This is an optimization exercise on Yosys and OpenROAD, whose aim is small area and a short achievable clock period, not a production implementation. Only simulation tests tie the RTL to the original design; equivalence was not proved. No driver is modelled on the clock port, so clocking that relies on it looks cheaper here than on a real chip. Power and IR drop assume default switching activity.

### flow/run.sh
#!/bin/bash
# Standard ORFS layout, with the I/O port buffers built from plain buf_2 cells
# (ORFS otherwise picks a slow delay buffer for them).
set -euo pipefail
export BUFFER_PORTS_ARGS="-buffer_cell sky130_fd_sc_hd__buf_2"
bash standard.sh "BUFFER_PORTS_ARGS=$BUFFER_PORTS_ARGS" finish > flow_make.log 2>&1
### standard.sh
#!/bin/bash
# synth_recipe.tcl (not shown) runs the flow's synth.tcl, then flattens the netlist and writes it again
# the make line also repeats each setting of config.mk as NAME=value (left out here)
make -C /OpenROAD-flow-scripts/flow DESIGN_CONFIG=/design/flow/config.mk WORK_HOME=/design/flow/orfs CLKGATE_MAP_FILE= SYNTH_SCRIPT=/design/flow/synth_recipe.tcl "${@:-finish}"
### config.mk
export PLATFORM = sky130hd
export DESIGN_NAME = tc_timer_bank
export DESIGN_NICKNAME = tc_timer_bank
export VERILOG_FILES = /design/flow/design.v
export SDC_FILE = /design/flow/constraint.sdc
export NUM_CORES = 4
export LEC_CHECK = 0
export CAP_MARGIN = 20
export CORE_MARGIN = 2
export CORE_UTILIZATION = 55
export SETUP_SLACK_MARGIN = 2.7
export SLEW_MARGIN = 20
### constraint.sdc
create_clock -name core_clock -period 5.0 [get_ports {clk}]
set_input_delay 1.0000 -clock core_clock [delete_from_list [all_inputs] [get_ports {clk}]]
set_output_delay 1.0000 -clock core_clock [all_outputs]
set_load 0.01 [all_outputs]
### design.v
module tc_timer_bank #(
   parameter int               WIDTH      = 64,
   parameter int               CHANNELS   = 4,
   parameter int               PRESCALE_W = 8,
   parameter logic [WIDTH-1:0] START_TIME = '0,
   parameter int               CH_W       = (CHANNELS > 1) ? $clog2(CHANNELS) : 1
) (
   input  logic                  clk,
   input  logic                  rst,
   input  logic                  en,
   input  logic [PRESCALE_W-1:0] prescale,
   input  logic                  time_wr,
   output logic [WIDTH-1:0]      time_out,
   input  logic                  wr_en,
   input  logic [CH_W-1:0]       wr_ch,
   input  logic [1:0]            wr_addr,
   input  logic [WIDTH-1:0]      wr_data,
   input  logic [CH_W-1:0]       rd_ch,
   input  logic [1:0]            rd_addr,
   output logic [WIDTH-1:0]      rd_data,
   output logic [CHANNELS-1:0]   expire,
   output logic [CHANNELS-1:0]   irq
);
   localparam logic [1:0] A_CTRL   = 2'd0;
   localparam logic [1:0] A_RELOAD = 2'd1;
   localparam logic [1:0] A_COUNT  = 2'd2;
   localparam logic [1:0] A_STATUS = 2'd3;
   localparam int         NB       = WIDTH / 8;    
   function automatic logic [NB-1:0] byte_is(input logic [WIDTH-1:0] v, input logic [7:0] b);
      for (int k = 0; k < NB; k++) byte_is[k] = (v[8*k +: 8] == b);
   endfunction
   function automatic logic [NB-1:0] start_ones();
      for (int k = 0; k < NB; k++) start_ones[k] = (START_TIME[8*k +: 8] == 8'hff);
   endfunction
   logic [PRESCALE_W-1:0] pre_q, pre_d;
   logic [WIDTH-1:0]      tbase_q, tbase_d;
   logic [NB-1:0]         tones_q, tones_d;    
   logic                  tick;
   logic [CHANNELS-1:0]   run_q, run_d;
   logic [CHANNELS-1:0]   per_q, per_d;
   logic [CHANNELS-1:0]   irq_q, irq_d;
   logic [CHANNELS-1:0]   exp_q, exp_d;
   logic [CHANNELS-1:0]   rval_q, rval_d;    
   logic [CHANNELS-1:0]   cval_q, cval_d;    
   logic [WIDTH-1:0]      reload_q [CHANNELS];
   logic [WIDTH-1:0]      reload_d [CHANNELS];
   logic                  reload_we [CHANNELS];
   logic [WIDTH-1:0]      count_q  [CHANNELS];
   logic [WIDTH-1:0]      count_d  [CHANNELS];
   logic [NB-1:0]         czero_q  [CHANNELS];   
   logic [NB-1:0]         czero_d  [CHANNELS];
   logic [WIDTH-1:0]      rd_q, rd_d;
   always_ff @(posedge clk or posedge rst) begin
      if (rst) begin
         pre_q   <= '0;
         tbase_q <= START_TIME;
         tones_q <= start_ones();
         run_q   <= '0;
         per_q   <= '0;
         irq_q   <= '0;
         exp_q   <= '0;
         rval_q  <= '0;
         cval_q  <= '0;
         rd_q    <= '0;
      end else begin
         pre_q   <= pre_d;
         tbase_q <= tbase_d;
         tones_q <= tones_d;
         run_q   <= run_d;
         per_q   <= per_d;
         irq_q   <= irq_d;
         exp_q   <= exp_d;
         rval_q  <= rval_d;
         cval_q  <= cval_d;
         rd_q    <= rd_d;
      end
   end
   always_ff @(posedge clk) begin
      for (int c = 0; c < CHANNELS; c++) begin
         if (reload_we[c]) reload_q[c] <= wr_data;
         count_q[c] <= count_d[c];
         czero_q[c] <= czero_d[c];
      end
   end
   always_comb begin
      logic [WIDTH-1:0] inc;
      logic [NB-1:0]    tfe;
      tick  = en && (pre_q >= prescale);
      pre_d = pre_q;
      if (en) pre_d = tick ? '0 : pre_q + PRESCALE_W'(1);
      tfe = byte_is(tbase_q, 8'hfe);
      for (int i = 0; i < WIDTH; i++) begin
         logic cy;
         cy = 1'b1;
         for (int k = 0; k < i / 8; k++) cy = cy & tones_q[k];
         for (int j = 8 * (i / 8); j < i; j++) cy = cy & tbase_q[j];
         inc[i] = tbase_q[i] ^ cy;
      end
      if (time_wr) begin
         tbase_d = wr_data;
         tones_d = byte_is(wr_data, 8'hff);
      end else if (tick) begin
         tbase_d = inc;
         for (int k = 0; k < NB; k++) begin
            logic cy;
            cy = 1'b1;
            for (int m = 0; m < k; m++) cy = cy & tones_q[m];
            tones_d[k] = cy ? tfe[k] : tones_q[k];
         end
      end else begin
         tbase_d = tbase_q;
         tones_d = tones_q;
      end
   end
   always_comb begin
      logic [NB-1:0] wd_zero;
      wd_zero = byte_is(wr_data, 8'h00);
      for (int c = 0; c < CHANNELS; c++) begin
         logic sel, w_ctrl, w_rl, w_cnt, w_st, step, le1, ex, ld_rl;
         logic s_wd, s_rl, s_dec, s_hold, s_zero;
         logic [WIDTH-1:0] dec;
         logic [NB-1:0]    one, rl_zero, dec_zero;
         sel    = wr_en && (wr_ch == CH_W'(c));
         w_ctrl = sel && (wr_addr == A_CTRL);
         w_rl   = sel && (wr_addr == A_RELOAD);
         w_cnt  = sel && (wr_addr == A_COUNT);
         w_st   = sel && (wr_addr == A_STATUS);
         step   = tick && run_q[c] && !(sel && wr_addr != A_STATUS);
         le1    = (&czero_q[c][NB-1:1]) && !(|count_q[c][7:1]);
         ex     = step && le1;
         ld_rl  = (w_ctrl && !run_q[c] && wr_data[0]) || (ex && per_q[c]);
         exp_d[c]  = ex;
         irq_d[c]  = ex || (irq_q[c] && !(w_st && wr_data[0]));
         run_d[c]  = w_ctrl ? wr_data[0] : (run_q[c] && !(ex && !per_q[c]));
         per_d[c]  = w_ctrl ? wr_data[1] : per_q[c];
         rval_d[c] = rval_q[c] || w_rl;
         cval_d[c] = cval_q[c] || w_cnt || ld_rl;
         reload_we[c] = w_rl;
         s_wd   = w_cnt;
         s_rl   = !w_cnt && ld_rl && rval_q[c];
         s_zero = !w_cnt && ((ld_rl && !rval_q[c]) || (ex && !per_q[c]));
         s_dec  = step && !le1;
         s_hold = !w_cnt && !ld_rl && !step;
         for (int i = 0; i < WIDTH; i++) begin
            logic z;
            z = 1'b1;
            for (int k = 0; k < i / 8; k++) z = z & czero_q[c][k];
            for (int j = 8 * (i / 8); j < i; j++) z = z & !count_q[c][j];
            dec[i] = count_q[c][i] ^ z;
         end
         one = byte_is(count_q[c], 8'h01);
         for (int k = 0; k < NB; k++) begin
            logic z;
            z = 1'b1;
            for (int m = 0; m < k; m++) z = z & czero_q[c][m];
            dec_zero[k] = z ? one[k] : czero_q[c][k];
         end
         rl_zero = byte_is(reload_q[c], 8'h00);
         count_d[c] = ({WIDTH{s_wd}}   & wr_data)
                    | ({WIDTH{s_rl}}   & reload_q[c])
                    | ({WIDTH{s_dec}}  & dec)
                    | ({WIDTH{s_hold}} & count_q[c]);
         czero_d[c] = ({NB{s_wd}}   & wd_zero)
                    | ({NB{s_rl}}   & rl_zero)
                    | ({NB{s_zero}})
                    | ({NB{s_dec}}  & dec_zero)
                    | ({NB{s_hold}} & czero_q[c]);
      end
   end
   always_comb begin
      rd_d = '0;
      for (int c = 0; c < CHANNELS; c++) begin
         logic ch;
         ch = (rd_ch == CH_W'(c));
         rd_d = rd_d
              | ({WIDTH{ch && rd_addr == A_CTRL}}                & WIDTH'({per_q[c], run_q[c]}))
              | ({WIDTH{ch && rd_addr == A_RELOAD && rval_q[c]}} & reload_q[c])
              | ({WIDTH{ch && rd_addr == A_COUNT && cval_q[c]}}  & count_q[c])
              | ({WIDTH{ch && rd_addr == A_STATUS}}              & WIDTH'(irq_q[c]));
      end
   end
   assign time_out = tbase_q;
   assign rd_data  = rd_q;
   assign expire   = exp_q;
   assign irq      = irq_q;
endmodule
==> out/qor.txt, run 1 <==
synthesized area: 36200 um^2
Lkg Pwr: 18.6 nW
layout cell share with drive strength beyond 1: 22.9%
Crit Path Max Fanout: 8
cts bufs inserted: 79
area taken by multi-input logic gates: 18300 um^2
TritonCTS clock tree: built
largest net degree at the start of global routing: 93
CTS H-tree lvls: 3
final worst slack: 2.02 ns
pwr dens: 410 nW/um^2
vias per cell: 7.19
GPL Wtd Cong: 0.949
HPWL Detailed: 84200 um
CTS Buffer Depth: 3
maximum vdd ir drop: 0.000353 V
Main synth FF type: dfxtp_1
top-count cell post-synth: inv_1
fillcell total: 4651
clk sinks: 711
Die W: 261 um
Post-synth top cells: inv_1 (333), o21ai_0 (323), nand2_1 (317), ha_1 (289), dfxtp_1 (288)
Peak Freq: 336 MHz
Critical R2R Launch: czero_q[1][3]
Synth Register Bits: 711
Reg2Reg Setup Slack: 2.05 ns
Hold-fix buffers, CTS: 0
register area: 17700 um^2
slew of the pin with the lowest slew margin: 1.12 ns
antenna violations before repair: 12
vias in the first global route: 32.1k
Place WS: 1.05 ns
Final Critical Period: 2.98 ns
Layout area overhead: 27.2%
core area: 65500 um^2
Final period util: 59.6%
reg2reg end: count_q[1][54]
crit path DAT: 3.48 ns
IO Count: 221
Setup crit end kind: register
status: timing/DRC/antenna clean
Synth cell types: 78
Root Buffer: clkbuf_16
RSZ-0062 raised after global routing: true
First DRT Iteration DRCs: 5508
Slew Limit Headroom: 25.5%
post-synth top area share: 21.2%
max cap viols: 0
via count: 34.3k
Setup Skew: 0.0276 ns
Port-buffer cells: 220
post-synthesis area per instance: 10.4 um^2
clock-pin slew on the worst setup and hold paths: 0.06 ns
Area contributors post-synth: edfxtp_1 (21%), dfxtp_1 (16%), dfrtp_1 (12%), ha_1 (10%), a221o_1 (5.3%)
worst setup path class: in2reg
Startpoint Class: input port
Slowest cell on crit path: o211a_4
total gr overflow: 0
full die area: 67900 um^2
FP Rows: 94
worst skew pair latency: 0.65 ns
final setup vio count: 0
setup TNS: 0 ns
synth warn: 7
Seq/Total Area, Yosys: 48.7%
worst hold path class: in2async
Max Slew Vio Count: 0
Req. time, crit path: 5.51 ns
slowest stage delay, CP: 0.37 ns
GRT Total Usage: 41.7%
WL/cell: 32.2 um
first-pass GRT wire length: 211000 um
drt total wl: 154000 um
drt first pass iters: 10
overall power: 18.9 mW
largest area contributor in the netlist: edfxtp_1
R2R cell count: 8
EDFF count, synth: 256
post-synthesis cell count: 3480
Final Hold Vio Count: 0
Remaining DRCs: 0
die height: 261 um
initial core utilization: 55.3%
Post-synth ARST share: 23.5%
cells along the critical path: buf_8, inv_8, ha_4, and3_4, buf_4, a221oi_4, buf_12, nor2_4, o2111a_2, o211a_4, clkbuf_16, a221o_1
Post-DRT Antenna Nets: 0
nets: 4209
==> critical path: cells and delay by family <==
| kind | cells | cell delay [ns] |
|---|---|---|
| AND/OR/NAND/NOR | 2 | 0.25 |
| adder cells (fa/ha/maj) | 1 | 0.23 |
| AO/OA/AOI/OAI | 4 | 1.34 |
| buffers and inverters | 5 | 0.65 |
==> layout make-up <==
class / count / share of cell area (%)
Antenna cell: 6 / 0.0326
Clock buffer: 104 / 4.92
Clock inverter: 43 / 1.16
Inverter: 333 / 2.76
Multi-Input combinational cell: 2238 / 39.6
Sequential cell: 711 / 38.3
Tap cell: 864 / 2.35
Timing Repair Buffer: 472 / 10.8
==> worst max-delay path by stage <==
stage / from / end / slack, ns
after detailed placement: prescale[7] / count_q[0][35] / 1.05
final: prescale[7] / count_q[3][58] / 2.02
after global placement: prescale[7] / count_q[0][37] / 1.16
after floorplan: rst / cval_q[0] / 1.87
after global routing: prescale[7] / czero_q[2][1] / 2.01
after CTS: prescale[6] / count_q[0][42] / 2.18
==> metal layers <==
metal | global-route usage (%) | vias to the layer above | share of wire, %
li1 | - | 14100 | -
met1 | 56.7 | 16600 | 37
met2 | 62.5 | 2897 | 42
met3 | 10.0 | 659 | 14
met4 | 20.6 | 8 | 6.3
met5 | 0 | - | 0.19
==> report_power, final <==
group | switching [mW] | total (mW) | internal (mW)
sequential | 1.28 | 8.36 | 7.08
combinational | 2.18 | 4.21 | 2.03
clock | 2.53 | 6.34 | 3.82
==> cells in the final DEF (no fill, tap or decap), types with 114 or more instances in the layout <==
cell type	instances
a22oi_1	253
o21ai_0	188
nand2_1	302
dfxtp_1	278
dfrtp_1	161
ha_1	212
edfxtp_1	256
nor4_1	114
o21ai_1	124
buf_2	215
a221o_1	193
inv_1	320
==> registers in the layout, indices dropped and copies added (netlist names) <==
register and flops:
cval_q 4, count_q 256, exp_q 4, pre_q 8, reload_q 256, tones_q 7
run_q 4, rval_q 4, per_q 4, czero_q 32, tbase_q 64, rd_q 64
irq_q 4
==> what timing repair did <==
action,CTS,global route
setup endpoints to repair,437,438
pin swaps,62,48
buffers inserted,105,40
gates resized for setup,375,156
gates cloned,36,24
==> cells by family after synthesis <==
logic type	Yosys count	share of synthesized area, %
AOI/OAI and AO/OA	1020	20.9
and+or+nand+nor	806	11.4
DFF	711	48.7
buffers and inverters	545	6.17
adders and majority gates	289	9.98
muxes	65	1.86
xor gates and xnor gates	44	1.06
==> metrics by stage <==
stage,hold slack [ns],utilization (%),cells,area [um^2]
floorplan,0.430,-,3480,36800
global placement,0.447,58.8,4413,38500
detailed placement,0.456,58.8,4413,38500
CTS,0.460,68.3,4701,44700
global route,0.477,70.3,4766,46100
finish,0.452,70.4,4771,46100
==> inputs of run 2 (changes only) <==
--- a/design.v
+++ b/design.v
@@ -32,23 +32,25 @@
    function automatic logic [NB-1:0] start_ones();
       for (int k = 0; k < NB; k++) start_ones[k] = (START_TIME[8*k +: 8] == 8'hff);
    endfunction
-   logic [PRESCALE_W-1:0] pre_q, pre_d;
-   logic [WIDTH-1:0]      tbase_q, tbase_d;
+   logic [PRESCALE_W-1:0] pre_q, pre_d, pre_inc;
+   logic [WIDTH-1:0]      tbase_q, tbase_d, tinc;
    logic [NB-1:0]         tones_q, tones_d;    
-   logic                  tick;
+   logic [NB-1:0]         tcarry;              
+   logic                  tick, pre_ge;
    logic [CHANNELS-1:0]   run_q, run_d;
    logic [CHANNELS-1:0]   per_q, per_d;
    logic [CHANNELS-1:0]   irq_q, irq_d;
    logic [CHANNELS-1:0]   exp_q, exp_d;
    logic [CHANNELS-1:0]   rval_q, rval_d;    
    logic [CHANNELS-1:0]   cval_q, cval_d;    
+   logic [CHANNELS-1:0]   reload_we;
    logic [WIDTH-1:0]      reload_q [CHANNELS];
-   logic [WIDTH-1:0]      reload_d [CHANNELS];
-   logic                  reload_we [CHANNELS];
    logic [WIDTH-1:0]      count_q  [CHANNELS];
    logic [WIDTH-1:0]      count_d  [CHANNELS];
+   logic [WIDTH-1:0]      cdec     [CHANNELS];   
    logic [NB-1:0]         czero_q  [CHANNELS];   
    logic [NB-1:0]         czero_d  [CHANNELS];
+   logic [NB-1:0]         cborrow  [CHANNELS];   
    logic [WIDTH-1:0]      rd_q, rd_d;
    always_ff @(posedge clk or posedge rst) begin
       if (rst) begin
@@ -82,31 +84,73 @@
          czero_q[c] <= czero_d[c];
       end
    end
+   for (genvar i = 0; i < PRESCALE_W; i++) begin : g_pre
+      if (i == 0) begin : g_lsb
+         assign pre_inc[i] = ~pre_q[i];
+      end else begin : g_bit
+         assign pre_inc[i] = pre_q[i] ^ (&pre_q[i-1:0]);
+      end
+   end
+   localparam int PL = $clog2(PRESCALE_W) + 1;
+   logic [PRESCALE_W-1:0] cmp_gt [PL];
+   logic [PRESCALE_W-1:0] cmp_eq [PL];
+   assign cmp_gt[0] = pre_q & ~prescale;
+   assign cmp_eq[0] = ~(pre_q ^ prescale);
+   for (genvar l = 1; l < PL; l++) begin : g_cmp
+      for (genvar i = 0; i < PRESCALE_W; i++) begin : g_node
+         if ((i % (1 << l)) == 0 && i + (1 << (l - 1)) < PRESCALE_W) begin : g_pair
+            assign cmp_gt[l][i] = cmp_gt[l-1][i + (1 << (l - 1))]
+                                | (cmp_eq[l-1][i + (1 << (l - 1))] & cmp_gt[l-1][i]);
+            assign cmp_eq[l][i] = cmp_eq[l-1][i + (1 << (l - 1))] & cmp_eq[l-1][i];
+         end else begin : g_pass
+            assign cmp_gt[l][i] = cmp_gt[l-1][i];
+            assign cmp_eq[l][i] = cmp_eq[l-1][i];
+         end
+      end
+   end
+   assign pre_ge = cmp_gt[PL-1][0] | cmp_eq[PL-1][0];
+   for (genvar k = 0; k < NB; k++) begin : g_tbyte
+      if (k == 0) begin : g_first
+         assign tcarry[k] = 1'b1;
+      end else begin : g_next
+         assign tcarry[k] = &tones_q[k-1:0];
+      end
+      for (genvar j = 0; j < 8; j++) begin : g_bit
+         if (j == 0) begin : g_lsb
+            assign tinc[8*k+j] = tbase_q[8*k+j] ^ tcarry[k];
+         end else begin : g_rest
+            assign tinc[8*k+j] = tbase_q[8*k+j] ^ (tcarry[k] & (&tbase_q[8*k +: j]));
+         end
+      end
+   end
+   for (genvar c = 0; c < CHANNELS; c++) begin : g_ch
+      for (genvar k = 0; k < NB; k++) begin : g_byte
+         if (k == 0) begin : g_first
+            assign cborrow[c][k] = 1'b1;
+         end else begin : g_next
+            assign cborrow[c][k] = &czero_q[c][k-1:0];
+         end
+         for (genvar j = 0; j < 8; j++) begin : g_bit
+            if (j == 0) begin : g_lsb
+               assign cdec[c][8*k+j] = count_q[c][8*k+j] ^ cborrow[c][k];
+            end else begin : g_rest
+               assign cdec[c][8*k+j] = count_q[c][8*k+j] ^ (cborrow[c][k] & ~(|count_q[c][8*k +: j]));
+            end
+         end
+      end
+   end
    always_comb begin
-      logic [WIDTH-1:0] inc;
-      logic [NB-1:0]    tfe;
-      tick  = en && (pre_q >= prescale);
+      logic [NB-1:0] tfe;
+      tick  = en && pre_ge;
       pre_d = pre_q;
-      if (en) pre_d = tick ? '0 : pre_q + PRESCALE_W'(1);
+      if (en) pre_d = tick ? '0 : pre_inc;
       tfe = byte_is(tbase_q, 8'hfe);
-      for (int i = 0; i < WIDTH; i++) begin
-         logic cy;
-         cy = 1'b1;
-         for (int k = 0; k < i / 8; k++) cy = cy & tones_q[k];
-         for (int j = 8 * (i / 8); j < i; j++) cy = cy & tbase_q[j];
-         inc[i] = tbase_q[i] ^ cy;
-      end
       if (time_wr) begin
          tbase_d = wr_data;
          tones_d = byte_is(wr_data, 8'hff);
       end else if (tick) begin
-         tbase_d = inc;
-         for (int k = 0; k < NB; k++) begin
-            logic cy;
-            cy = 1'b1;
-            for (int m = 0; m < k; m++) cy = cy & tones_q[m];
-            tones_d[k] = cy ? tfe[k] : tones_q[k];
-         end
+         tbase_d = tinc;
+         tones_d = (tcarry & tfe) | (~tcarry & tones_q);
       end else begin
          tbase_d = tbase_q;
          tones_d = tones_q;
@@ -118,8 +162,7 @@
       for (int c = 0; c < CHANNELS; c++) begin
          logic sel, w_ctrl, w_rl, w_cnt, w_st, step, le1, ex, ld_rl;
          logic s_wd, s_rl, s_dec, s_hold, s_zero;
-         logic [WIDTH-1:0] dec;
-         logic [NB-1:0]    one, rl_zero, dec_zero;
+         logic [NB-1:0] one, rl_zero, dec_zero;
          sel    = wr_en && (wr_ch == CH_W'(c));
          w_ctrl = sel && (wr_addr == A_CTRL);
          w_rl   = sel && (wr_addr == A_RELOAD);
@@ -141,24 +184,12 @@
          s_zero = !w_cnt && ((ld_rl && !rval_q[c]) || (ex && !per_q[c]));
          s_dec  = step && !le1;
          s_hold = !w_cnt && !ld_rl && !step;
-         for (int i = 0; i < WIDTH; i++) begin
-            logic z;
-            z = 1'b1;
-            for (int k = 0; k < i / 8; k++) z = z & czero_q[c][k];
-            for (int j = 8 * (i / 8); j < i; j++) z = z & !count_q[c][j];
-            dec[i] = count_q[c][i] ^ z;
-         end
-         one = byte_is(count_q[c], 8'h01);
-         for (int k = 0; k < NB; k++) begin
-            logic z;
-            z = 1'b1;
-            for (int m = 0; m < k; m++) z = z & czero_q[c][m];
-            dec_zero[k] = z ? one[k] : czero_q[c][k];
-         end
-         rl_zero = byte_is(reload_q[c], 8'h00);
+         one      = byte_is(count_q[c], 8'h01);
+         dec_zero = (cborrow[c] & one) | (~cborrow[c] & czero_q[c]);
+         rl_zero  = byte_is(reload_q[c], 8'h00);
          count_d[c] = ({WIDTH{s_wd}}   & wr_data)
                     | ({WIDTH{s_rl}}   & reload_q[c])
-                    | ({WIDTH{s_dec}}  & dec)
+                    | ({WIDTH{s_dec}}  & cdec[c])
                     | ({WIDTH{s_hold}} & count_q[c]);
          czero_d[c] = ({NB{s_wd}}   & wd_zero)
                     | ({NB{s_rl}}   & rl_zero)
--- a/config.mk
+++ b/config.mk
@@ -7,6 +7,8 @@
 export LEC_CHECK = 0
 export CAP_MARGIN = 20
 export CORE_MARGIN = 2
-export CORE_UTILIZATION = 55
-export SETUP_SLACK_MARGIN = 2.7
+export CORE_UTILIZATION = 60
+export CTS_CLUSTER_DIAMETER = 100
+export CTS_CLUSTER_SIZE = 20
+export SETUP_SLACK_MARGIN = 2.3
 export SLEW_MARGIN = 20
==> run 2 against run 1 <==
Compared with the run above:
- worst hold slack gained 0.027 ns
- fmax rose by 0.62%
- sequential cell count unchanged
- combinational power is 7.8% lower
- design area is 9.7% lower
- via count grew 0.40%
- synthesized cell count down 0.95%
- non-clock buffer count is 54 lower
- die area fell by 11%
- register-to-register slack gained 0.03 ns
- critical endpoint is now count_q[1][2]
- highest routed layer unchanged
==> out/qor.txt, run 2 <==
largest family of logic cells by synthesized area: compound AO/OA/AOI/OAI gates
fillcell total: 4164
clock-pin slew on the worst setup and hold paths: 0.09 ns
max cap viols: 0
final setup vio count: 0
worst hold path class: in2async
commonest cells after routing, fill and taps aside: nand2_1 (354), dfxtp_1 (282), a22oi_1 (256), edfxtp_1 (256), a221o_1 (231)
slew of the pin with the lowest slew margin: 1.23 ns
Startpoint Class: input port
final instance area: 41600 um^2
dpl cell area: 37400 um^2
full die area: 60700 um^2
fraction of the mapped netlist area in simple logic gates: 15.1%
Hold-fix buffers, CTS: 0
core area: 57900 um^2
drt first pass iters: 14
crit path DAT: 3.52 ns
post-synthesis cell count: 3447
Global Route met2 Usage: 65.9%
WL/cell: 33.8 um
drt total wl: 152000 um
cts bufs inserted: 41
Crit Path Max Fanout: 8
initial core utilization: 60.9%
CTS H-tree lvls: 2
GRT Total Usage: 44.6%
final worst slack: 2.04 ns
post-synth top area share: 21.8%
Final period util: 59.2%
area taken by multi-input logic gates: 17400 um^2
Lkg Pwr: 15.6 nW
Setup crit end kind: register
post-synthesis area per instance: 10.2 um^2
worst setup path class: in2reg
gr busiest metal: met2
Synth cell types: 75
Die W: 246 um
antenna violations before repair: 10
via count: 34.4k
overall power: 16.1 mW
Finished Layout Cells: 4493
largest net degree at the start of global routing: 94
register area: 17600 um^2
pwr dens: 387 nW/um^2
clk sinks: 711
Slew Limit Headroom: 18.1%
Global Route met1 Usage: 58.0%
synthesized area: 35200 um^2
synth warn: 10
Area contributors post-synth: edfxtp_1 (22%), dfxtp_1 (16%), dfrtp_1 (12%), a221o_1 (6.6%), a22oi_1 (5.5%)
Post-synth top cells: nand2_1 (359), dfxtp_1 (288), o21ai_0 (266), a22oi_1 (256), edfxtp_1 (256)
Synth Register Bits: 711
First DRT Iteration DRCs: 5982
Port-buffer cells: 220
largest area contributor in the netlist: edfxtp_1
FP Rows: 88
Main synth FF type: dfxtp_1
HPWL Detailed: 85500 um
die height: 246 um
EDFF count, synth: 256
Final Critical Period: 2.96 ns
Place WS: 0.792 ns
Seq/Total Area, Yosys: 50.0%
maximum vdd ir drop: 0.000343 V
GPL Wtd Cong: 0.985
RSZ-0062 raised after global routing: true
total gr overflow: 0
top-count cell post-synth: nand2_1
post-synthesis mux area share: 0.703%
Final Util: 71.8%
Peak Freq: 338 MHz
post-synthesis xor/xnor area fraction: 5.59%
Post-DRT Antenna Nets: 0
met3 Use GR: 13.7%
CTS Buffer Depth: 3
setup TNS: 0 ns
Post-synth ARST share: 23.5%
commonest non-fill, non-tap cell in the layout: nand2_1
Top Registers: count_q (256), reload_q (256)
Hold WS: 0.479 ns
Final Hold Vio Count: 0
Setup Skew: 0.0274 ns
Root Buffer: clkbuf_16
IO Count: 221
Post-Synth Adder-Cell Area: 2.34%
vias in the first global route: 31.2k
status: timing/DRC/antenna clean
first-pass GRT wire length: 202000 um
Req. time, crit path: 5.56 ns
Remaining DRCs: 0
Layout area overhead: 18.0%
nets: 3843
vias per cell: 7.67
dpl cells: 4259
worst skew pair latency: 0.62 ns
Synth Area in Compound Gates: 22.5%
Max Slew Vio Count: 0
layout cell share with drive strength beyond 1: 16.8%
TritonCTS clock tree: built
[run 2: cell types whose count changed in the layout (fill, tap and decap cells not counted), sizes merged, moves of 70 or more]
cell | previous run | this run
nor2 | 54 | 149
ha | 289 | 66
xor2 | 10 | 104
xnor2 | 34 | 121
a221oi | 80 | 3
o21ai | 338 | 268
inv | 334 | 100
[run 2: worst paths after layout]
path	startpoint	end	slack, ns	cells past startpoint
max	prescale[7]	count_q[1][2]	2.04	12
min	rst	tbase_q[53]	0.48	2
max reg2reg	pre_q[5]	count_q[1][2]	2.08	10
min reg2reg	cval_q[3]	cval_q[3]	0.49	1
max in group asynchronous	rst	rd_q[10]	3.44	3
min in group core_clock	cval_q[3]	cval_q[3]	0.49	1
[run 2: critical path, stage by stage]
cell and delay, ns:
buf_12 0.09, inv_12 0.03, ha_4 0.26, nand4_1 0.11, a221o_2 0.44, a2111o_1 0.51, o21ai_2 0.20, and3_4 0.25
buf_12 0.14, buf_12 0.14, buf_16 0.17, a221o_1 0.16
[run 2: area by class of cell]
| class | count | share of cell area, % |
|---|---|---|
| Antenna cell | 7 | 0.0421 |
| Tap cell | 765 | 2.30 |
| Inverter | 101 | 0.965 |
| Clock buffer | 71 | 2.74 |
| Clock inverter | 1 | 0.0271 |
| Multi-Input combinational cell | 2419 | 41.7 |
| Timing Repair Buffer | 418 | 9.79 |
| Sequential cell | 711 | 42.4 |
[run 2: timing repair]
action                     4_1_cts  5_1_grt
buffers inserted                37       47
gates cloned                    26       44
setup endpoints to repair      341      334
pin swaps                       29      105
gates resized for setup         95      125
[run 2: where the power goes]
| group | leakage [nW] | total, mW | internal [mW] | switching (mW) |
|---|---|---|---|---|
| combinational | 8.19 | 3.88 | 1.99 | 1.89 |
| clock | 0.547 | 3.59 | 1.56 | 2.03 |
| sequential | 6.85 | 8.62 | 7.03 | 1.59 |
[run 2: per-layer routing]
metal	vias to the layer above	part of all wire, %
met5	-	0.027
met4	6	8.1
met3	780	16
met2	3147	41
met1	16600	34
li1	13900	-
[run 2: kinds of logic after synthesis]
| group | after synthesis |
|---|---|
| xor+xnor | 225 |
| mux | 22 |
| buf+inv | 335 |
| compound gates | 1039 |
| flops | 711 |
| simple gates | 1049 |
| fa+ha+maj | 66 |
==> inputs of run 3 (changes only) <==
--- a/design.v
+++ b/design.v
@@ -51,6 +51,7 @@
    logic [NB-1:0]         czero_q  [CHANNELS];   
    logic [NB-1:0]         czero_d  [CHANNELS];
    logic [NB-1:0]         cborrow  [CHANNELS];   
+   logic [CHANNELS-1:0]   cle1_q, cle1_d;            
    logic [WIDTH-1:0]      rd_q, rd_d;
    always_ff @(posedge clk or posedge rst) begin
       if (rst) begin
@@ -83,6 +84,7 @@
          count_q[c] <= count_d[c];
          czero_q[c] <= czero_d[c];
       end
+      cle1_q <= cle1_d;
    end
    for (genvar i = 0; i < PRESCALE_W; i++) begin : g_pre
       if (i == 0) begin : g_lsb
@@ -92,23 +94,23 @@
       end
    end
    localparam int PL = $clog2(PRESCALE_W) + 1;
-   logic [PRESCALE_W-1:0] cmp_gt [PL];
-   logic [PRESCALE_W-1:0] cmp_eq [PL];
-   assign cmp_gt[0] = pre_q & ~prescale;
-   assign cmp_eq[0] = ~(pre_q ^ prescale);
+   logic [PRESCALE_W-1:0] cmp_g [PL];
+   logic [PRESCALE_W-1:0] cmp_p [PL];
+   assign cmp_g[0] = ~pre_q & prescale;
+   assign cmp_p[0] = ~pre_q | prescale;
    for (genvar l = 1; l < PL; l++) begin : g_cmp
       for (genvar i = 0; i < PRESCALE_W; i++) begin : g_node
          if ((i % (1 << l)) == 0 && i + (1 << (l - 1)) < PRESCALE_W) begin : g_pair
-            assign cmp_gt[l][i] = cmp_gt[l-1][i + (1 << (l - 1))]
-                                | (cmp_eq[l-1][i + (1 << (l - 1))] & cmp_gt[l-1][i]);
-            assign cmp_eq[l][i] = cmp_eq[l-1][i + (1 << (l - 1))] & cmp_eq[l-1][i];
+            assign cmp_g[l][i] = cmp_g[l-1][i + (1 << (l - 1))]
+                               | (cmp_p[l-1][i + (1 << (l - 1))] & cmp_g[l-1][i]);
+            assign cmp_p[l][i] = cmp_p[l-1][i + (1 << (l - 1))] & cmp_p[l-1][i];
          end else begin : g_pass
-            assign cmp_gt[l][i] = cmp_gt[l-1][i];
-            assign cmp_eq[l][i] = cmp_eq[l-1][i];
-         end
-      end
-   end
-   assign pre_ge = cmp_gt[PL-1][0] | cmp_eq[PL-1][0];
+            assign cmp_g[l][i] = cmp_g[l-1][i];
+            assign cmp_p[l][i] = cmp_p[l-1][i];
+         end
+      end
+   end
+   assign pre_ge = ~cmp_g[PL-1][0];
    for (genvar k = 0; k < NB; k++) begin : g_tbyte
       if (k == 0) begin : g_first
          assign tcarry[k] = 1'b1;
@@ -158,9 +160,11 @@
    end
    always_comb begin
       logic [NB-1:0] wd_zero;
+      logic          wd_le1;
       wd_zero = byte_is(wr_data, 8'h00);
+      wd_le1  = (&wd_zero[NB-1:1]) && !(|wr_data[7:1]);
       for (int c = 0; c < CHANNELS; c++) begin
-         logic sel, w_ctrl, w_rl, w_cnt, w_st, step, le1, ex, ld_rl;
+         logic sel, w_ctrl, w_rl, w_cnt, w_st, start, act, le1, ex;
          logic s_wd, s_rl, s_dec, s_hold, s_zero;
          logic [NB-1:0] one, rl_zero, dec_zero;
          sel    = wr_en && (wr_ch == CH_W'(c));
@@ -168,22 +172,22 @@
          w_rl   = sel && (wr_addr == A_RELOAD);
          w_cnt  = sel && (wr_addr == A_COUNT);
          w_st   = sel && (wr_addr == A_STATUS);
-         step   = tick && run_q[c] && !(sel && wr_addr != A_STATUS);
-         le1    = (&czero_q[c][NB-1:1]) && !(|count_q[c][7:1]);
-         ex     = step && le1;
-         ld_rl  = (w_ctrl && !run_q[c] && wr_data[0]) || (ex && per_q[c]);
+         start  = w_ctrl && !run_q[c] && wr_data[0];
+         act    = run_q[c] && !(sel && wr_addr != A_STATUS);
+         le1    = cle1_q[c];
+         ex     = tick && (act && le1);
          exp_d[c]  = ex;
          irq_d[c]  = ex || (irq_q[c] && !(w_st && wr_data[0]));
-         run_d[c]  = w_ctrl ? wr_data[0] : (run_q[c] && !(ex && !per_q[c]));
+         run_d[c]  = w_ctrl ? wr_data[0] : (run_q[c] && !(tick && (act && le1 && !per_q[c])));
          per_d[c]  = w_ctrl ? wr_data[1] : per_q[c];
          rval_d[c] = rval_q[c] || w_rl;
-         cval_d[c] = cval_q[c] || w_cnt || ld_rl;
+         cval_d[c] = cval_q[c] || w_cnt || start || (tick && (act && le1 && per_q[c]));
          reload_we[c] = w_rl;
          s_wd   = w_cnt;
-         s_rl   = !w_cnt && ld_rl && rval_q[c];
-         s_zero = !w_cnt && ((ld_rl && !rval_q[c]) || (ex && !per_q[c]));
-         s_dec  = step && !le1;
-         s_hold = !w_cnt && !ld_rl && !step;
+         s_rl   = (start && rval_q[c]) || (tick && (act && le1 && per_q[c] && rval_q[c]));
+         s_zero = (start && !rval_q[c]) || (tick && (act && le1 && !(per_q[c] && rval_q[c])));
+         s_dec  = tick && (act && !le1);
+         s_hold = !w_cnt && !start && !(tick && act);
          one      = byte_is(count_q[c], 8'h01);
          dec_zero = (cborrow[c] & one) | (~cborrow[c] & czero_q[c]);
          rl_zero  = byte_is(reload_q[c], 8'h00);
@@ -191,6 +195,11 @@
                     | ({WIDTH{s_rl}}   & reload_q[c])
                     | ({WIDTH{s_dec}}  & cdec[c])
                     | ({WIDTH{s_hold}} & count_q[c]);
+         cle1_d[c]  = (s_wd   && wd_le1)
+                   || (s_rl   && (&rl_zero[NB-1:1]) && !(|reload_q[c][7:1]))
+                   ||  s_zero
+                   || (s_dec  && (&czero_q[c][NB-1:1]) && count_q[c][7:0] == 8'd2)
+                   || (s_hold && cle1_q[c]);
          czero_d[c] = ({NB{s_wd}}   & wd_zero)
                     | ({NB{s_rl}}   & rl_zero)
                     | ({NB{s_zero}})
==> flow/run.sh (replaced) <==
#!/bin/bash
# Standard ORFS layout, with:
# - the I/O port buffers built from plain buf_2 cells (ORFS otherwise picks a
#   slow delay buffer for them);
# - clock tree sinks clustered 20 at a time within 100 um, without dummy loads.
set -euo pipefail
bash standard.sh \
   "BUFFER_PORTS_ARGS=-buffer_cell sky130_fd_sc_hd__buf_2" \
   "CTS_ARGS=-sink_clustering_enable -repair_clock_nets -sink_clustering_size 20 -sink_clustering_max_diameter 100 -dont_use_dummy_load" \
   finish > flow_make.log 2>&1
--- a/config.mk
+++ b/config.mk
@@ -7,8 +7,6 @@
 export LEC_CHECK = 0
 export CAP_MARGIN = 20
 export CORE_MARGIN = 2
-export CORE_UTILIZATION = 60
-export CTS_CLUSTER_DIAMETER = 100
-export CTS_CLUSTER_SIZE = 20
+export CORE_UTILIZATION = 50
 export SETUP_SLACK_MARGIN = 2.3
 export SLEW_MARGIN = 20
==> run 3 against run 2 <==
Compared with the run above:
- critical endpoint is now count_q[2][17]
- sequential cell count is 4 higher
- core utilization shrank 14 points
- critical path depth fell by 4
- fmax is 7.9% higher
==> out/qor.txt, run 3 <==
post-synthesis area per instance: 9.73 um^2
largest net degree at the start of global routing: 100
full die area: 73200 um^2
status: timing/DRC/antenna clean
worst hold path class: in2async
Slew Limit Headroom: 19.0%
worst setup path class: in2reg
Port-buffer cells: 220
Crit Path Max Fanout: 9
RSZ-0062 raised after global routing: true
Req. time, crit path: 5.53 ns
first-pass GRT wire length: 228000 um
pwr dens: 421 nW/um^2
commonest non-fill, non-tap cell in the layout: nand2_1
FP Rows: 97
synthesized area: 35500 um^2
dpl cell area: 38100 um^2
Post-DRT Antenna Nets: 0
Layout area overhead: 13.5%
commonest cells after routing, fill and taps aside: nand2_1 (395), o21ai_0 (299), a22oi_1 (295)
Synth Register Bits: 715
First DRT Iteration DRCs: 6035
drt total wl: 160000 um
maximum vdd ir drop: 0.000307 V
vias per cell: 7.30
Post-synth ARST share: 23.4%
Setup crit end kind: register
Seq/Total Area, Yosys: 49.9%
Top Registers: count_q (256), reload_q (256)
Post-synth top cells: nand2_1 (403), a22oi_1 (310), o21ai_0 (306), dfxtp_1 (292), edfxtp_1 (256)
worst skew pair latency: 0.64 ns
setup TNS: 0 ns
via count: 34.8k
antenna violations before repair: 17
Hold-fix buffers, CTS: 0
post-synth top area share: 21.6%
Hold WS: 0.283 ns
overall power: 17.0 mW
Final Critical Period: 2.74 ns
max cap viols: 0
TritonCTS clock tree: built
clock-pin slew on the worst setup and hold paths: 0.09 ns
CTS H-tree lvls: 2
largest area contributor in the netlist: edfxtp_1
Synth cell types: 79
synth warn: 10
final setup vio count: 0
dpl cells: 4648
post-synthesis cell count: 3650
core area: 70100 um^2
EDFF count, synth: 256
initial core utilization: 50.6%
Area contributors post-synth: edfxtp_1 (22%), dfxtp_1 (16%), dfrtp_1 (12%), a22oi_1 (6.6%), o21ai_0 (4.3%)
Startpoint Class: input port
Lkg Pwr: 15.0 nW
Peak Freq: 365 MHz
Root Buffer: clkbuf_16
crit path DAT: 3.27 ns
IO Count: 221
total gr overflow: 0
Main synth FF type: dfxtp_1
Final Hold Vio Count: 0
fillcell total: 6168
Max Slew Vio Count: 0
vias in the first global route: 32.8k
cts bufs inserted: 41
Final period util: 54.8%
Die W: 271 um
final instance area: 40300 um^2
HPWL Detailed: 105000 um
slew of the pin with the lowest slew margin: 1.21 ns
Remaining DRCs: 0
WL/cell: 33.5 um
top-count cell post-synth: nand2_1
GRT Total Usage: 42.0%
GPL Wtd Cong: 0.993
layout cell share with drive strength beyond 1: 15.1%
die height: 271 um
nets: 3974
Finished Layout Cells: 4770
drt first pass iters: 10
CTS Buffer Depth: 3
Setup Skew: 0.0402 ns
clk sinks: 715
[run 3: path summary, 6_finish.rpt]
check,slack [ns],cells past startpoint,startpoint,endpoint
max in group asynchronous,3.58,3,rst,rd_q[20]
hold reg to reg,0.48,1,register,register
hold / removal,0.28,2,rst,tbase_q[4]
setup reg to reg,2.30,9,pre_q[3],count_q[1][35]
setup / recovery,2.26,8,wr_ch[0],count_q[2][17]
min in group core_clock,0.48,1,register,register
[run 3: routing by layer]
| layer | track usage [%] | vias up | part of all wire, % |
|---|---|---|---|
| li1 | - | 14400 | - |
| met1 | 57.4 | 17000 | 38 |
| met2 | 60.2 | 2835 | 41 |
| met3 | 12.6 | 571 | 14 |
| met4 | 21.3 | 6 | 6.4 |
| met5 | 0.329 | - | 0.029 |
[run 3: per-stage QoR]
step	utilization, %	setup WS (ns)
floorplan	-	1.87
global route	57.5	2.26
finish	57.5	2.26
CTS	56.9	2.21
detailed placement	54.3	0.801
global placement	54.3	0.870
[run 3: kinds of logic after synthesis]
kind of cell / Yosys count / synth area share, %
flip-flops: 715 / 49.9
multiplexers: 26 / 0.814
XOR/XNOR: 135 / 3.33
adder cells (fa/ha/maj): 65 / 2.27
AO/OA/AOI/OAI: 1072 / 21.8
AND/OR/NAND/NOR: 1280 / 17.9
buffers and inverters: 357 / 4.08
[run 3: final cells by class]
type	count	area, um^2	area share (%)
Timing Repair Buffer	361	2610	6.47
Sequential cell	715	17700	43.9
Clock buffer	41	1030	2.54
Multi-Input combinational cell	2588	17300	42.9
Tap cell	940	1180	2.92
Antenna cell	5	12.5	0.0310
Inverter	120	465	1.15
[run 3: critical path, cell delays in order]
cell and delay [ns]:
buf_2 0.25, nand3b_1 0.36, o21ai_4 0.19, nor4_4 0.52, and2_4 0.51, buf_4 0.20
nand2_1 0.05, o211ai_1 0.18
[run 3: power by group]
| part | internal [mW] | leakage, nW | switching, mW |
|---|---|---|---|
| clock | 1.47 | 0.505 | 2.01 |
| sequential | 7.38 | 6.88 | 1.98 |
| combinational | 1.86 | 7.66 | 2.29 |
| total | 10.7 | 15.0 | 6.28 |
[run 3: what timing repair did]
action                     4_1_cts  5_1_grt
cloned                           7        4
buffers inserted                46       19
pin swaps                       19       15
setup endpoints to repair      371      229
gates resized for setup         51       51
==> inputs of run 4 (changes only) <==
==> flow/run.sh (replaced) <==
#!/bin/bash
# Standard ORFS layout, with:
# - the I/O port buffers built from plain buf_1 cells (ORFS otherwise picks a
#   slow delay buffer for them); repair upsizes the ones on critical paths;
# - the buffers ABC inserted removed at floorplan instead of a setup repair
#   there, before placement has any wires to time;
# - clock tree sinks clustered 20 at a time within 100 um, without dummy loads;
# - setup repair aiming at 2.35 ns of slack up to clock tree synthesis, with a
#   second repair pass after it (flow/post_cts.tcl), and at 2.3 ns after global
#   routing.
set -euo pipefail
ARGS=(
   "BUFFER_PORTS_ARGS=-buffer_cell sky130_fd_sc_hd__buf_1"
   REMOVE_ABC_BUFFERS=1
   "CTS_ARGS=-sink_clustering_enable -repair_clock_nets -sink_clustering_size 20 -sink_clustering_max_diameter 100 -dont_use_dummy_load"
)
bash standard.sh "${ARGS[@]}" "POST_CTS_TCL=$PWD/flow/post_cts.tcl" SETUP_SLACK_MARGIN=2.35 cts > flow_make_cts.log 2>&1
bash standard.sh "${ARGS[@]}" SETUP_SLACK_MARGIN=2.3 finish > flow_make_finish.log 2>&1
==> flow/post_cts.tcl (new file) <==
# Sourced by ORFS's cts.tcl after its own repair: repair setup timing once more,
# since a single repair_timing call often stops short of its margin.
estimate_parasitics -placement
repair_timing_helper
detailed_placement
check_placement -verbose
--- a/config.mk
+++ b/config.mk
@@ -7,6 +7,5 @@
 export LEC_CHECK = 0
 export CAP_MARGIN = 20
 export CORE_MARGIN = 2
-export CORE_UTILIZATION = 50
-export SETUP_SLACK_MARGIN = 2.3
+export CORE_UTILIZATION = 55
 export SLEW_MARGIN = 20
==> run 4 against run 3 <==
Compared with the run above:
- critical endpoint is now rd_q[1]
- sequential cell count did not move
- area after synthesis unchanged
- first-iteration DRC count grew 11%
- sequential power is essentially flat
- largest power group unchanged
- still clean
- combinational power fell by 1%
==> out/qor.txt, run 4 <==
Layout area overhead: 13.2%
Synth cell types: 79
synth warn: 10
WL/cell: 32.1 um
setup TNS: 0 ns
Max Slew Vio Count: 0
Peak Freq: 354 MHz
FP Rows: 93
full die area: 66600 um^2
Die W: 258 um
Post-synth top cells: nand2_1 (403), a22oi_1 (310), o21ai_0 (306), dfxtp_1 (292), edfxtp_1 (256)
maximum vdd ir drop: 0.000279 V
total gr overflow: 0
HPWL Detailed: 94300 um
post-synthesis cell count: 3650
worst hold path class: reg2reg
Place WS: 0.762 ns
via count: 35.1k
IO Count: 221
commonest cells after routing, fill and taps aside: nand2_1 (394), a22oi_1 (309), o21ai_0 (300)
RSZ-0062 raised after global routing: true
Net Sw Frac: 36.6%
max cap viols: 0
layout cell share with drive strength beyond 1: 10.1%
largest net degree at the start of global routing: 108
Final Hold Vio Count: 0
vias per cell: 7.41
Slew Limit Headroom: 15.0%
Setup Skew: 0.0357 ns
commonest non-fill, non-tap cell in the layout: nand2_1
largest area contributor in the netlist: edfxtp_1
Seq/Total Area, Yosys: 49.9%
First DRT Iteration DRCs: 6703
Finished Layout Cells: 4733
nets: 4023
top-count cell post-synth: nand2_1
drt total wl: 152000 um
initial core utilization: 55.4%
final setup vio count: 0
slew of the pin with the lowest slew margin: 1.26 ns
Post-DRT Antenna Nets: 0
Final period util: 56.5%
GRT Total Usage: 43.4%
synthesized area: 35500 um^2
GPL Wtd Cong: 0.976
power share of the combinational group: 24.2%
Pint: 10.7 mW
Top Registers: count_q (256), reload_q (256)
Main synth FF type: dfxtp_1
Remaining DRCs: 0
Lkg Pwr: 14.6 nW
vias in the first global route: 32.9k
clock-pin slew on the worst setup and hold paths: 0.08 ns
Startpoint Class: input port
post-synth top area share: 21.6%
Req. time, crit path: 5.49 ns
Setup crit end kind: register
fillcell total: 5276
core area: 64100 um^2
antenna violations before repair: 7
Crit Path Max Fanout: 34
Synth Register Bits: 715
TritonCTS clock tree: built
Final Util: 62.7%
die height: 258 um
dpl cells: 4584
status: timing/DRC/antenna clean
post-synthesis area per instance: 9.73 um^2
pwr dens: 421 nW/um^2
crit path DAT: 3.31 ns
Area contributors post-synth: edfxtp_1 (22%), dfxtp_1 (16%), dfrtp_1 (12%), a22oi_1 (6.6%), o21ai_0 (4.3%)
Post-synth ARST share: 23.4%
clk sinks: 715
worst skew pair latency: 0.63 ns
Final Critical Period: 2.83 ns
clock share of power: 20.6%
sequential fraction of design power: 55.1%
Hold WS: 0.490 ns
EDFF count, synth: 256
Port-buffer cells: 220
Sw Pwr: 6.20 mW
worst setup path class: in2reg
final worst slack: 2.17 ns
first-pass GRT wire length: 217000 um
drt first pass iters: 7
==> run 4: cell count changes in the layout (fill, tap and decap cells not counted), moves of 12 or more <==
cell and delta:
a221oi_2 -12, buf_1 +200, a22oi_1 +14, buf_4 +38
buf_2 -204, a22oi_2 -14
==> run 4: worst max-delay path: stages <==
cell and delay (ns):
buf_1 0.26, nor2b_2 0.65, and3_4 0.66, buf_12 0.33, a22oi_1 0.14, nand4_1 0.26
==> run 4: per-stage QoR <==
step	power [mW]	instance area [um^2]
after floorplan	11.2	34500
after global routing	17.6	40200
final	16.9	40200
after global placement	12.7	37500
after detailed placement	12.9	37500
==> run 4: kinds of logic after synthesis <==
family | share of synthesized area, %
DFF | 49.9
xor gates and xnor gates | 3.33
AOI/OAI and AO/OA | 21.8
buffers and inverters | 4.08
adders and majority gates | 2.27
muxes | 0.814
and+or+nand+nor | 17.9
==> run 4: routing by layer <==
metal  routed length (um)  part of all wire (%)  global-route usage (%)
met1                56800                    37                    59.5
met2                63700                    42                    62.8
met3                22100                    15                    12.0
met4                 9190                   6.0                    22.8
met5                   65                 0.043                       0
==> run 4: power groups by stage <==
| stage | Combinational [mW] | Clock (mW) | Sequential (mW) |
|---|---|---|---|
| 2_1_floorplan | 2.49 | 0 | 8.69 |
| 3_3_place_gp | 3.48 | 0 | 9.22 |
| 3_5_place_dp | 3.62 | 0 | 9.28 |
| 5_1_grt | 4.44 | 3.68 | 9.46 |
| 6_report | 4.11 | 3.50 | 9.34 |
==> run 4: worst paths after layout <==
path,startpoint,endpoint,slack (ns),depth (start not counted)
worst max-delay path,rd_addr[1],rd_q[1],2.17,6
worst min-delay path,cval_q[2],cval_q[2],0.49,1
worst max register to register,pre_q[0],count_q[2][32],2.26,9
worst min register to register,cval_q[2],cval_q[2],0.49,1
max in group asynchronous,rst,rd_q[53],3.63,3
min in group asynchronous,rst,tbase_q[29],0.54,2
==> run 4: layout make-up <==
cell class	count	area, um^2	share of cell area (%)
well taps	855	1070	2.66
multi-input cells	2592	17200	42.7
diodes	4	10.0	0.0249
repair buffers	405	2720	6.75
flip-flops and latches	715	17700	44.1
clock buffers	42	1050	2.61
inverters	120	462	1.15
==> inputs of run 5 (changes only) <==
--- a/design.v
+++ b/design.v
@@ -25,12 +25,18 @@
    localparam logic [1:0] A_RELOAD = 2'd1;
    localparam logic [1:0] A_COUNT  = 2'd2;
    localparam logic [1:0] A_STATUS = 2'd3;
-   localparam int         NB       = WIDTH / 8;    
-   function automatic logic [NB-1:0] byte_is(input logic [WIDTH-1:0] v, input logic [7:0] b);
-      for (int k = 0; k < NB; k++) byte_is[k] = (v[8*k +: 8] == b);
+   localparam int         CB       = 16;            
+   localparam int         NB       = WIDTH / CB;    
+   localparam logic [CB-1:0] C_ZERO = {CB{1'b0}};
+   localparam logic [CB-1:0] C_ONE  = {{(CB-1){1'b0}}, 1'b1};
+   localparam logic [CB-1:0] C_TWO  = {{(CB-2){1'b0}}, 2'b10};
+   localparam logic [CB-1:0] C_FE   = {{(CB-1){1'b1}}, 1'b0};
+   localparam logic [CB-1:0] C_ONES = {CB{1'b1}};
+   function automatic logic [NB-1:0] byte_is(input logic [WIDTH-1:0] v, input logic [CB-1:0] b);
+      for (int k = 0; k < NB; k++) byte_is[k] = (v[CB*k +: CB] == b);
    endfunction
    function automatic logic [NB-1:0] start_ones();
-      for (int k = 0; k < NB; k++) start_ones[k] = (START_TIME[8*k +: 8] == 8'hff);
+      for (int k = 0; k < NB; k++) start_ones[k] = (START_TIME[CB*k +: CB] == C_ONES);
    endfunction
    logic [PRESCALE_W-1:0] pre_q, pre_d, pre_inc;
    logic [WIDTH-1:0]      tbase_q, tbase_d, tinc;
@@ -117,11 +123,11 @@
       end else begin : g_next
          assign tcarry[k] = &tones_q[k-1:0];
       end
-      for (genvar j = 0; j < 8; j++) begin : g_bit
+      for (genvar j = 0; j < CB; j++) begin : g_bit
          if (j == 0) begin : g_lsb
-            assign tinc[8*k+j] = tbase_q[8*k+j] ^ tcarry[k];
+            assign tinc[CB*k+j] = tbase_q[CB*k+j] ^ tcarry[k];
          end else begin : g_rest
-            assign tinc[8*k+j] = tbase_q[8*k+j] ^ (tcarry[k] & (&tbase_q[8*k +: j]));
+            assign tinc[CB*k+j] = tbase_q[CB*k+j] ^ (tcarry[k] & (&tbase_q[CB*k +: j]));
          end
       end
    end
@@ -132,11 +138,11 @@
          end else begin : g_next
             assign cborrow[c][k] = &czero_q[c][k-1:0];
          end
-         for (genvar j = 0; j < 8; j++) begin : g_bit
+         for (genvar j = 0; j < CB; j++) begin : g_bit
             if (j == 0) begin : g_lsb
-               assign cdec[c][8*k+j] = count_q[c][8*k+j] ^ cborrow[c][k];
+               assign cdec[c][CB*k+j] = count_q[c][CB*k+j] ^ cborrow[c][k];
             end else begin : g_rest
-               assign cdec[c][8*k+j] = count_q[c][8*k+j] ^ (cborrow[c][k] & ~(|count_q[c][8*k +: j]));
+               assign cdec[c][CB*k+j] = count_q[c][CB*k+j] ^ (cborrow[c][k] & ~(|count_q[c][CB*k +: j]));
             end
          end
       end
@@ -146,10 +152,10 @@
       tick  = en && pre_ge;
       pre_d = pre_q;
       if (en) pre_d = tick ? '0 : pre_inc;
-      tfe = byte_is(tbase_q, 8'hfe);
+      tfe = byte_is(tbase_q, C_FE);
       if (time_wr) begin
          tbase_d = wr_data;
-         tones_d = byte_is(wr_data, 8'hff);
+         tones_d = byte_is(wr_data, C_ONES);
       end else if (tick) begin
          tbase_d = tinc;
          tones_d = (tcarry & tfe) | (~tcarry & tones_q);
@@ -161,8 +167,8 @@
    always_comb begin
       logic [NB-1:0] wd_zero;
       logic          wd_le1;
-      wd_zero = byte_is(wr_data, 8'h00);
-      wd_le1  = (&wd_zero[NB-1:1]) && !(|wr_data[7:1]);
+      wd_zero = byte_is(wr_data, C_ZERO);
+      wd_le1  = (&wd_zero[NB-1:1]) && !(|wr_data[CB-1:1]);
       for (int c = 0; c < CHANNELS; c++) begin
          logic sel, w_ctrl, w_rl, w_cnt, w_st, start, act, le1, ex;
          logic s_wd, s_rl, s_dec, s_hold, s_zero;
@@ -188,17 +194,17 @@
          s_zero = (start && !rval_q[c]) || (tick && (act && le1 && !(per_q[c] && rval_q[c])));
          s_dec  = tick && (act && !le1);
          s_hold = !w_cnt && !start && !(tick && act);
-         one      = byte_is(count_q[c], 8'h01);
+         one      = byte_is(count_q[c], C_ONE);
          dec_zero = (cborrow[c] & one) | (~cborrow[c] & czero_q[c]);
-         rl_zero  = byte_is(reload_q[c], 8'h00);
+         rl_zero  = byte_is(reload_q[c], C_ZERO);
          count_d[c] = ({WIDTH{s_wd}}   & wr_data)
                     | ({WIDTH{s_rl}}   & reload_q[c])
                     | ({WIDTH{s_dec}}  & cdec[c])
                     | ({WIDTH{s_hold}} & count_q[c]);
          cle1_d[c]  = (s_wd   && wd_le1)
-                   || (s_rl   && (&rl_zero[NB-1:1]) && !(|reload_q[c][7:1]))
+                   || (s_rl   && (&rl_zero[NB-1:1]) && !(|reload_q[c][CB-1:1]))
                    ||  s_zero
-                   || (s_dec  && (&czero_q[c][NB-1:1]) && count_q[c][7:0] == 8'd2)
+                   || (s_dec  && (&czero_q[c][NB-1:1]) && count_q[c][CB-1:0] == C_TWO)
                    || (s_hold && cle1_q[c]);
          czero_d[c] = ({NB{s_wd}}   & wd_zero)
                     | ({NB{s_rl}}   & rl_zero)
==> flow/run.sh (replaced) <==
#!/bin/bash
# Standard ORFS layout, with:
# - the I/O port buffers built from plain buf_1 cells (ORFS otherwise picks a
#   slow delay buffer for them); repair upsizes the ones on critical paths;
# - the buffers ABC inserted removed at floorplan instead of a setup repair
#   there, before placement has any wires to time;
# - clock tree sinks clustered 20 at a time within 100 um, without dummy loads;
# - setup repair aiming at 2.4 ns of slack up to clock tree synthesis, with a
#   second repair pass after it (flow/post_cts.tcl), and at 2.3 ns after global
#   routing.
set -euo pipefail
ARGS=(
   "BUFFER_PORTS_ARGS=-buffer_cell sky130_fd_sc_hd__buf_1"
   REMOVE_ABC_BUFFERS=1
   "CTS_ARGS=-sink_clustering_enable -repair_clock_nets -sink_clustering_size 20 -sink_clustering_max_diameter 100 -dont_use_dummy_load"
)
bash standard.sh "${ARGS[@]}" "POST_CTS_TCL=$PWD/flow/post_cts.tcl" SETUP_SLACK_MARGIN=2.4 cts > flow_make_cts.log 2>&1
bash standard.sh "${ARGS[@]}" SETUP_SLACK_MARGIN=2.3 finish > flow_make_finish.log 2>&1
==> run 5 against run 4 <==
Compared with the run above:
- critical endpoint is now count_q[1][45]
- register-to-register slack got worse by 0.08 ns
- critical path type is now reg2reg
- largest cell class unchanged
- largest power group unchanged
- worst hold slack got worse by 0.024 ns
- power rose by 1.8%
==> out/qor.txt, run 5 <==
Req. time, crit path: 5.48 ns
worst hold path depth: 1
Net Sw Frac: 38.7%
layout cell share with drive strength beyond 1: 9.98%
Crit Path Max Fanout: 5
Peak Freq: 355 MHz
IO Count: 221
vias in the first global route: 32.3k
crit path DAT: 3.29 ns
vias per cell: 7.72
Synth cell types: 82
Setup crit end kind: register
GPL Wtd Cong: 1.00
die height: 255 um
Post-synth ARST share: 23.5%
final instance area: 39200 um^2
worst setup path class: reg2reg
drt total wl: 155000 um
Seq/Total Area, Yosys: 50.0%
drt first pass iters: 11
clk sinks: 695
Lkg Pwr: 13.8 nW
core area: 61900 um^2
synthesized area: 34600 um^2
Final period util: 56.3%
max cap viols: 0
pwr dens: 440 nW/um^2
dpl cell area: 36700 um^2
worst skew pair latency: 0.61 ns
dpl cells: 4413
sequential fraction of design power: 51.4%
Pint: 10.6 mW
FP Rows: 91
TritonCTS clock tree: built
HPWL Detailed: 97900 um
area taken by multi-input logic gates: 16600 um^2
Die W: 255 um
first-pass GRT wire length: 218000 um
post-synthesis cell count: 3493
Area contributors post-synth: edfxtp_1 (22%), dfxtp_1 (16%), dfrtp_1 (12%), a22oi_1 (6.3%), o21ai_0 (3.7%)
post-synth top area share: 22.2%
Port-buffer cells: 220
overall power: 17.2 mW
maximum vdd ir drop: 0.000273 V
Slew Limit Headroom: 23.0%
clock share of power: 19.5%
Max Slew Vio Count: 0
power share of the combinational group: 29.1%
Reg2Reg Setup Slack: 2.18 ns
register area: 17300 um^2
Synth Register Bits: 695
clock-pin slew on the worst setup and hold paths: 0.09 ns
largest net degree at the start of global routing: 105
commonest non-fill, non-tap cell in the layout: nand2_1
top-count cell post-synth: nand2_1
status: timing/DRC/antenna clean
synth warn: 10
post-synthesis area per instance: 9.91 um^2
final worst slack: 2.18 ns
full die area: 64900 um^2
via count: 35.0k
R2R cell count: 7
final setup vio count: 0
Layout area overhead: 13.2%
setup TNS: 0 ns
Final Hold Vio Count: 0
fillcell total: 5176
Final Critical Period: 2.82 ns
nets: 3823
First DRT Iteration DRCs: 6158
Post-synth top cells: nand2_1 (301), a22oi_1 (291), dfxtp_1 (276), edfxtp_1 (256), o21ai_0 (253)
total gr overflow: 0
Post-DRT Antenna Nets: 0
Hold WS: 0.465 ns
GRT Total Usage: 45.9%
commonest cells after routing, fill and taps aside: nand2_1 (295), a22oi_1 (291), dfxtp_1 (271)
WL/cell: 34.3 um
EDFF count, synth: 256
slew of the pin with the lowest slew margin: 1.15 ns
Place WS: 1.15 ns
RSZ-0062 raised after global routing: true
initial core utilization: 55.9%
Finished Layout Cells: 4530
Startpoint Class: register
Top Registers: count_q (256), reload_q (256)
Sw Pwr: 6.67 mW
worst hold path class: reg2reg
largest area contributor in the netlist: edfxtp_1
Setup Skew: 0.0284 ns
Main synth FF type: dfxtp_1
antenna violations before repair: 6
Remaining DRCs: 0
Final Util: 63.3%
run 5: power by group through the flow:
stage / clock, mW / sequential [mW] / combinational (mW)
finish: 3.36 / 8.86 / 5.02
global route: 3.52 / 8.97 / 5.31
detailed placement: 0 / 8.80 / 4.32
global placement: 0 / 8.77 / 4.17
floorplan: 0 / 8.28 / 2.69
run 5: logic make-up after synthesis:
| group | share of synthesized area (%) |
|---|---|
| xor+xnor | 3.01 |
| compound gates | 22.2 |
| flops | 50.0 |
| mux | 0.698 |
| fa+ha+maj | 1.79 |
| buf+inv | 4.00 |
| simple gates | 18.4 |
run 5: final cells by class:
cell class                 count  area share, %
sequential                   695           44.2
multi-input combinational   2448           42.3
timing repair buffer         401           7.31
tap                          837           2.67
clock buffer                  40           2.55
inverter                     105           1.03
antenna                        4         0.0255
run 5: final timing paths:
kind,endpoint,start
max in group asynchronous,rd_q[28],rst
setup / recovery,count_q[1][45],czero_q[1][0]
min in group asynchronous,tbase_q[39],rst
hold reg to reg,cval_q[3],cval_q[3]
hold / removal,cval_q[3],cval_q[3]
setup reg to reg,count_q[1][45],czero_q[1][0]
run 5: routing by layer:
layer  up-vias  global-route usage (%)  wire [um]
met3       814                    14.7      24900
li1      14100                       -          -
met5         -                   0.977        115
met4         6                    27.5      12100
met2      3447                    65.5      63800
met1     16600                    60.7      54600
run 5: critical path: stages, from the launching register on:
cell and delay [ns]:
dfxtp_2 0.36, or4bb_4 0.58, or4_4 0.57, or2_4 0.27
or3_4 0.37, nor3_4 0.13, o21ai_1 0.08, a221o_1 0.32
==> inputs of run 6 (changes only) <==
--- a/design.v
+++ b/design.v
@@ -131,7 +131,11 @@
          end
       end
    end
+   logic [WIDTH/4-1:0]    cnz      [CHANNELS];
    for (genvar c = 0; c < CHANNELS; c++) begin : g_ch
+      for (genvar m = 0; m < WIDTH / 4; m++) begin : g_nz
+         assign cnz[c][m] = ~(|count_q[c][4*m +: 4]);
+      end
       for (genvar k = 0; k < NB; k++) begin : g_byte
          if (k == 0) begin : g_first
             assign cborrow[c][k] = 1'b1;
@@ -141,8 +145,13 @@
          for (genvar j = 0; j < CB; j++) begin : g_bit
             if (j == 0) begin : g_lsb
                assign cdec[c][CB*k+j] = count_q[c][CB*k+j] ^ cborrow[c][k];
+            end else if (j % 4 == 0) begin : g_nib
+               assign cdec[c][CB*k+j] = count_q[c][CB*k+j] ^ (cborrow[c][k] & (&cnz[c][CB/4*k +: j/4]));
+            end else if (j < 4) begin : g_low
+               assign cdec[c][CB*k+j] = count_q[c][CB*k+j] ^ (cborrow[c][k] & ~(|count_q[c][CB*k +: j]));
             end else begin : g_rest
-               assign cdec[c][CB*k+j] = count_q[c][CB*k+j] ^ (cborrow[c][k] & ~(|count_q[c][CB*k +: j]));
+               assign cdec[c][CB*k+j] = count_q[c][CB*k+j]
+                                      ^ (cborrow[c][k] & (&cnz[c][CB/4*k +: j/4]) & ~(|count_q[c][CB*k+4*(j/4) +: j%4]));
             end
          end
       end
==> run 6 against run 5 <==
Compared with the run above:
- via count fell by 4.8%
- critical path depth stayed put
- register-to-register slack gained 0.16 ns
- combinational power decreased by 22%
- global-route usage decreased by 1.9 points
- largest cell class unchanged
- sequential power shrank 2%
==> out/qor.txt, run 6 <==
commonest non-fill, non-tap cell in the layout: nand2_1
Main synth FF type: dfxtp_1
final setup vio count: 0
post-synthesis mux area share: 0.595%
synthesized area: 34500 um^2
Setup crit end kind: register
GRT Total Usage: 43.9%
Peak Freq: 369 MHz
post-synthesis cell count: 3466
synth warn: 11
Final Critical Period: 2.71 ns
FP Rows: 91
die height: 254 um
Post-synth top cells: nand2_1 (434), a22oi_1 (372), dfxtp_1 (276), edfxtp_1 (256), o21ai_0 (226)
Max Slew Vio Count: 0
Synth Area in Compound Gates: 20.4%
Synth Register Bits: 695
nets: 3847
worst hold path class: reg2reg
post-synth top area share: 22.3%
WL/cell: 32.4 um
largest net degree at the start of global routing: 106
Setup Skew: 0.0245 ns
TritonCTS clock tree: built
clock-pin slew on the worst setup and hold paths: 0.09 ns
GPL Wtd Cong: 0.964
clk sinks: 695
crit path DAT: 3.21 ns
Area contributors post-synth: edfxtp_1 (22%), dfxtp_1 (16%), dfrtp_1 (12%), a22oi_1 (8.1%), nand2_1 (4.7%)
Post-synth ARST share: 23.5%
worst skew pair latency: 0.62 ns
EDFF count, synth: 256
status: timing/DRC/antenna clean
initial core utilization: 55.8%
Final period util: 54.1%
largest family of logic cells by synthesized area: compound AO/OA/AOI/OAI gates
Remaining DRCs: 0
vias in the first global route: 31.6k
Final Hold Vio Count: 0
via count: 33.3k
Req. time, crit path: 5.50 ns
fraction of the mapped netlist area in simple logic gates: 17.8%
register area: 17300 um^2
antenna violations before repair: 10
overall power: 16.0 mW
Layout area overhead: 12.3%
Die W: 254 um
max cap viols: 0
Post-Synth Adder-Cell Area: 3.22%
Slew Limit Headroom: 29.9%
area taken by multi-input logic gates: 16500 um^2
HPWL Detailed: 93100 um
setup TNS: 0 ns
Synth cell types: 82
layout cell share with drive strength beyond 1: 9.37%
post-synthesis xor/xnor area fraction: 3.81%
drt first pass iters: 7
slew of the pin with the lowest slew margin: 1.05 ns
pwr dens: 414 nW/um^2
core area: 61800 um^2
post-synthesis area per instance: 9.95 um^2
Post-DRT Antenna Nets: 0
maximum vdd ir drop: 0.000294 V
top-count cell post-synth: nand2_1
first-pass GRT wire length: 209000 um
First DRT Iteration DRCs: 5790
full die area: 64700 um^2
fillcell total: 5177
largest area contributor in the netlist: edfxtp_1
commonest cells after routing, fill and taps aside: nand2_1 (432), a22oi_1 (372), dfxtp_1 (271)
drt total wl: 146000 um
IO Count: 221
RSZ-0062 raised after global routing: true
vias per cell: 7.38
Port-buffer cells: 220
Crit Path Max Fanout: 15
Lkg Pwr: 14.2 nW
Seq/Total Area, Yosys: 50.1%
total gr overflow: 0
Top Registers: count_q (256), reload_q (256)
Startpoint Class: input port
worst setup path class: in2reg
-- run 6: metrics by stage --
step	cells	instance area [um^2]	utilization [%]	hold WS (ns)	setup WS, ns
5_1_grt	4510	38700	62.7	0.502	2.25
6_report	4513	38700	62.7	0.485	2.29
3_5_place_dp	4399	36500	59.1	0.451	1.03
2_1_floorplan	3248	33600	-	0.429	-0.500
3_3_place_gp	4399	36500	59.0	0.450	1.19
-- run 6: logic make-up after synthesis --
logic type | after synthesis
AND/OR/NAND/NOR | 1211
AO/OA/AOI/OAI | 961
flip-flops | 695
buffers and inverters | 342
XOR/XNOR | 150
adder cells (fa/ha/maj) | 89
multiplexers | 18
-- run 6: critical path: stages --
cell	delay (ns)
buf_2	0.18
nand3b_4	0.23
or3_4	0.39
or3_4	0.38
and2_4	0.25
and2_2	0.37
a221o_1	0.39
-- run 6: worst paths after layout --
kind                       slack [ns]  depth (start not counted)             to      from
max in group asynchronous        3.65                          3       rd_q[63]       rst
max reg2reg                      2.34                          8    tbase_q[60]  register
min                              0.49                          1       register  register
min reg2reg                      0.49                          1       register  register
min in group asynchronous        0.50                          2    tbase_q[24]       rst
max                              2.29                          7  count_q[1][8]  wr_ch[1]
-- run 6: area by class of cell --
| type | instances | area share [%] |
|---|---|---|
| clock buffer | 40 | 2.58 |
| antenna | 3 | 0.0194 |
| timing repair buffer | 375 | 6.23 |
| sequential | 695 | 44.7 |
| multi-input combinational | 2439 | 42.6 |
| tap | 837 | 2.70 |
| inverter | 124 | 1.24 |
-- run 6: power by group --
group,leakage (nW),internal [mW],switching [mW],total [mW]
Combinational,7.02,1.74,2.20,3.94
Sequential,6.68,7.04,1.67,8.72
Clock,0.493,1.43,1.95,3.38
-- run 6: metal layers --
metal  routed length (um)  vias to the layer above  GRT usage (%)
met5                  133                        -          0.677
li1                     -                    13700              -
met2                61100                     2816           63.4
met3                21200                      646           13.3
met4                 9240                       14           23.8
met1                54400                    16100           59.1

Re-timed with assumed drivers on the ports (clkbuf_16 on the clock, buf_2 on other inputs), run 6 has 2.337 ns of setup slack against 2.293 ns with ideal ports, and 1.661 ns once port delays also move by the mid clock arrival of 0.678 ns.
